Context: an optimization exercise on an open-source flow, tuned for small area. The choices shown serve that exercise and are no tape-out recipe.
At most, simulation tests tie the RTL to the original design; equivalence was not proved.
Power is estimated from default activity; no workload was simulated.

## the previous run
==> flow/design.v <==
`timescale 1ns/1ns
`default_nettype none
module eth_video_rx (
	input wire logic clk,
	input wire logic eth_rx_downstream_rst,
	input wire logic rmii_crsdv,
	input wire logic [1:0] rmii_rxd,
	input wire logic rmii_rxerr,
	output logic vram_we,
	output logic [8-1:0] vram_addr,
	output logic [12-1:0] vram_color,
	output logic frame_err
);
	logic in_frame;
	logic err_hold;
	logic pre_seen;
	logic [3:0] pos_g;
	logic [1:0] pos_b;
	logic [1:0] pos_d;
	logic [3:0] nib;
	logic [3:0] col_hi [0:7];
	logic [3:0] col_mid [0:7];
	logic [3:0] col_lo [0:7];
	logic [4:0] ofs;
	logic ffcp_en;
	logic ferr;
	logic [2:0] grp;
	logic [1:0] ph;
	logic shift;
	logic full;
	logic g7;
	logic g8;
	logic busy;
	logic start;
	logic nib_in;
	logic hi_en;
	logic mid_en;
	logic lo_en;
	logic hi_hold;
	logic mid_hold;
	logic lo_hold;
	assign shift = in_frame && rmii_crsdv && !rmii_rxerr;
	assign full = pos_g[3] && !pos_g[2] && !pos_g[1];
	assign g7 = pos_g[1] && !pos_g[2] && !pos_g[0];
	assign g8 = !pos_g[3] && !pos_g[1];
	assign busy = grp != 3'd4;
	assign start = in_frame && !rmii_crsdv && full && ffcp_en;
	assign nib_in = in_frame && !busy && !pos_d[0] && !full;
	assign hi_en = vram_we || (nib_in && pos_b == 2'd1);
	assign mid_en = vram_we || (nib_in && pos_b == 2'd0);
	assign lo_en = vram_we || (nib_in && pos_b == 2'd2);
	assign hi_hold = !vram_we && !(nib_in && pos_b[0]);
	assign mid_hold = !vram_we && !(in_frame && grp[2] && !grp[1] && !pos_d[0] && !full &&
		pos_b == 2'd0);
	assign lo_hold = !vram_we && !(nib_in && pos_b[1]);
	always_ff @(posedge clk) begin
		if (eth_rx_downstream_rst) begin
			in_frame <= 1'b0;
			err_hold <= 1'b0;
			pre_seen <= 1'b0;
		end else if (err_hold) begin
			if (!rmii_crsdv)
				err_hold <= 1'b0;
		end else if (rmii_crsdv && rmii_rxerr) begin
			err_hold <= 1'b1;
			in_frame <= 1'b0;
			pre_seen <= 1'b0;
		end else if (!rmii_crsdv) begin
			in_frame <= 1'b0;
			pre_seen <= 1'b0;
		end else if (in_frame) begin
		end else if (pre_seen && rmii_rxd == 2'b11) begin
			in_frame <= 1'b1;
		end else begin
			pre_seen <= rmii_rxd == 2'b01;
		end
	end
	always_ff @(posedge clk) begin
		if (!in_frame) begin
			pos_g <= 4'b0011;
			pos_b <= 2'd1;
			pos_d <= 2'd0;
			ffcp_en <= 1'b0;
		end else if (g7 && pos_b == 2'd1 && pos_d == 2'd0 &&
				(col_mid[6] != 4'h2 || nib != 4'h0)) begin
			pos_g <= 4'b0000;
		end else begin
			if (shift && !full) begin
				pos_d <= pos_d + 2'd1;
				if (pos_d == 2'd3) begin
					pos_b <= pos_b == 2'd2 ? 2'd0 : pos_b + 2'd1;
					if (pos_b == 2'd2)
						pos_g <= {pos_g[2:0], pos_g[3] ^ pos_g[0]};
				end
			end
			if (g7 && pos_b == 2'd0 && pos_d == 2'd0)
				ffcp_en <= col_hi[7] == 4'h8 && col_lo[6] == 4'h8 &&
					col_lo[7] == 4'h5 && nib == 4'hB;
		end
		if (g8 && pos_b == 2'd0 && pos_d == 2'd0)
			ofs <= {nib[0], col_lo[7]};
		if (shift && !full && !busy)
			nib <= {rmii_rxd, nib[3:2]};
		for (int i = 0; i < 7; i++) begin
			col_hi[i] <= ({4{hi_en}} & col_hi[i+1]) | ({4{hi_hold}} & col_hi[i]);
			col_mid[i] <= ({4{mid_en}} & col_mid[i+1]) | ({4{mid_hold}} & col_mid[i]);
			col_lo[i] <= ({4{lo_en}} & col_lo[i+1]) | ({4{lo_hold}} & col_lo[i]);
		end
		col_hi[7] <= ({4{hi_en}} & nib) | ({4{hi_hold}} & col_hi[7]);
		col_lo[7] <= ({4{lo_en}} & nib) | ({4{lo_hold}} & col_lo[7]);
	end
	assign col_mid[7] = nib;
	always_ff @(posedge clk) begin
		if (eth_rx_downstream_rst) begin
			grp <= 3'd4;
			ph <= 2'd0;
			ferr <= 1'b0;
		end else begin
			ferr <= err_hold && ffcp_en;
			if (start) begin
				grp <= 3'd6;
				ph <= 2'd0;
			end else if (busy) begin
				ph <= ph == 2'd2 ? 2'd0 : ph + 2'd1;
				if (ph == 2'd2)
					grp <= grp + 3'd1;
			end
		end
	end
	assign vram_we = !grp[2] && ph != 2'd0;
	assign vram_addr = {ofs, grp[1:0], ph[1]};
	assign vram_color = {col_hi[0], col_mid[0], col_lo[0]};
	assign frame_err = ferr;
endmodule
`default_nettype wire
Settings: LEC_CHECK=0, CAP_MARGIN=0, CORE_MARGIN=2, CORE_UTILIZATION=75, SLEW_MARGIN=0; clock period 10.0 ns.
standard.sh (not shown) runs the stock make flow with config.mk's settings and CLKGATE_MAP_FILE= SYNTH_SCRIPT=/design/flow/synth_recipe.tcl, a recipe that flattens the netlist after the stock synthesis.
==> flow/flow/run.sh <==
#!/bin/bash
# The standard layout (the standard.sh, standard synthesis unchanged), with
# two changes: ports are buffered with buf_1 cells, and the clock tree is built
# from clkbuf_4 cells without dummy balancing loads.
set -euo pipefail
export BUFFER_PORTS_ARGS="-buffer_cell sky130_fd_sc_hd__buf_1"
export CTS_ARGS="-sink_clustering_enable -repair_clock_nets -dont_use_dummy_load -buf_list sky130_fd_sc_hd__clkbuf_4"
bash standard.sh > standard.log 2>&1
Input-level comparison between the current run and the previous run:
--- a/flow/design.v
+++ b/flow/design.v
@@ -22,38 +22,28 @@
 	logic [3:0] col_mid [0:7];
 	logic [3:0] col_lo [0:7];
 	logic [4:0] ofs;
 	logic ffcp_en;
+	logic msg;
 	logic ferr;
 	logic [2:0] grp;
 	logic [1:0] ph;
 	logic shift;
 	logic full;
-	logic g7;
-	logic g8;
 	logic busy;
 	logic start;
 	logic nib_in;
 	logic hi_en;
 	logic mid_en;
 	logic lo_en;
-	logic hi_hold;
-	logic mid_hold;
-	logic lo_hold;
 	assign shift = in_frame && rmii_crsdv && !rmii_rxerr;
-	assign full = pos_g[3] && !pos_g[2] && !pos_g[1];
-	assign g7 = pos_g[1] && !pos_g[2] && !pos_g[0];
-	assign g8 = !pos_g[3] && !pos_g[1];
+	assign full = pos_g[3] && pos_g[2];
 	assign busy = grp != 3'd4;
-	assign start = in_frame && !rmii_crsdv && full && ffcp_en;
+	assign start = in_frame && !rmii_crsdv && full && ffcp_en && msg;
 	assign nib_in = in_frame && !busy && !pos_d[0] && !full;
 	assign hi_en = vram_we || (nib_in && pos_b == 2'd1);
 	assign mid_en = vram_we || (nib_in && pos_b == 2'd0);
 	assign lo_en = vram_we || (nib_in && pos_b == 2'd2);
-	assign hi_hold = !vram_we && !(nib_in && pos_b[0]);
-	assign mid_hold = !vram_we && !(in_frame && grp[2] && !grp[1] && !pos_d[0] && !full &&
-		pos_b == 2'd0);
-	assign lo_hold = !vram_we && !(nib_in && pos_b[1]);
 	always_ff @(posedge clk) begin
 		if (eth_rx_downstream_rst) begin
 			in_frame <= 1'b0;
 			err_hold <= 1'b0;
@@ -76,39 +66,46 @@
 		end
 	end
 	always_ff @(posedge clk) begin
 		if (!in_frame) begin
-			pos_g <= 4'b0011;
+			pos_g <= 4'd2;
 			pos_b <= 2'd1;
 			pos_d <= 2'd0;
 			ffcp_en <= 1'b0;
-		end else if (g7 && pos_b == 2'd1 && pos_d == 2'd0 &&
-				(col_mid[6] != 4'h2 || nib != 4'h0)) begin
-			pos_g <= 4'b0000;
 		end else begin
 			if (shift && !full) begin
 				pos_d <= pos_d + 2'd1;
 				if (pos_d == 2'd3) begin
 					pos_b <= pos_b == 2'd2 ? 2'd0 : pos_b + 2'd1;
 					if (pos_b == 2'd2)
-						pos_g <= {pos_g[2:0], pos_g[3] ^ pos_g[0]};
+						pos_g <= pos_g + 4'd1;
 				end
 			end
-			if (g7 && pos_b == 2'd0 && pos_d == 2'd0)
+			if (pos_g == 4'd7 && pos_b == 2'd0 && pos_d == 2'd0)
 				ffcp_en <= col_hi[7] == 4'h8 && col_lo[6] == 4'h8 &&
 					col_lo[7] == 4'h5 && nib == 4'hB;
 		end
-		if (g8 && pos_b == 2'd0 && pos_d == 2'd0)
+		if (pos_g == 4'd7 && pos_b == 2'd1 && pos_d == 2'd0)
+			msg <= col_mid[6] == 4'h2 && nib == 4'h0;
+		if (pos_g == 4'd8 && pos_b == 2'd0 && pos_d == 2'd0)
 			ofs <= {nib[0], col_lo[7]};
 		if (shift && !full && !busy)
 			nib <= {rmii_rxd, nib[3:2]};
-		for (int i = 0; i < 7; i++) begin
-			col_hi[i] <= ({4{hi_en}} & col_hi[i+1]) | ({4{hi_hold}} & col_hi[i]);
-			col_mid[i] <= ({4{mid_en}} & col_mid[i+1]) | ({4{mid_hold}} & col_mid[i]);
-			col_lo[i] <= ({4{lo_en}} & col_lo[i+1]) | ({4{lo_hold}} & col_lo[i]);
+		if (hi_en) begin
+			for (int i = 0; i < 7; i++)
+				col_hi[i] <= col_hi[i+1];
+			col_hi[7] <= nib;
 		end
-		col_hi[7] <= ({4{hi_en}} & nib) | ({4{hi_hold}} & col_hi[7]);
-		col_lo[7] <= ({4{lo_en}} & nib) | ({4{lo_hold}} & col_lo[7]);
+		if (mid_en) begin
+			for (int i = 0; i < 6; i++)
+				col_mid[i] <= col_mid[i+1];
+			col_mid[6] <= nib;
+		end
+		if (lo_en) begin
+			for (int i = 0; i < 7; i++)
+				col_lo[i] <= col_lo[i+1];
+			col_lo[7] <= nib;
+		end
 	end
 	assign col_mid[7] = nib;
 	always_ff @(posedge clk) begin
 		if (eth_rx_downstream_rst) begin
Results
- Changes observed in the current run relative to the previous run: maximum single-stage delay on the critical path has increased, reported net switching power has increased, final cell count without fillers has decreased.
- The current run against the previous run; power is up by a little under 10%.
- Diff the previous run and the current run: global-route usage lower in the current run
- The previous run has lower number of synthesized flops with an enable pin than the current run.
- The lower post-route fraction of the period consumed by the critical path came out of the current run.
- Compared the current run vs the previous run, and count of multi-input combinational gates is down in the current run.
- Higher share of power burned in the clock network among the previous run and the current run: the previous run
- Comparing the previous run and the current run, final area is lower on the previous run.
The RTL of the current run was laid out without a check of its function.

==> re-timing with driven ports <==
In the flow no input, the clock included, has a driving cell. The finished layouts below were timed again as built, in two steps.
Step 1, drivers: a clkbuf_16 drives clk and a buf_2 each remaining input, both assumed.
Step 2 times the ports against the registers' clock, not the clock port: input delays grow and output delays shrink by t, the midpoint of the rising clock arrivals with the driver on.
a / b / c = ideal ports / drivers / drivers and shift; a / b = the first two.
run | t (ns) | setup slack, ns | cell pins on the clock port's net
the previous run | 0.489 | 6.308 / 6.282 / 6.740 | 1
the current run | 0.508 | 6.492 / 6.463 / 6.722 | 1
After both steps setup and hold are still met in every run listed.
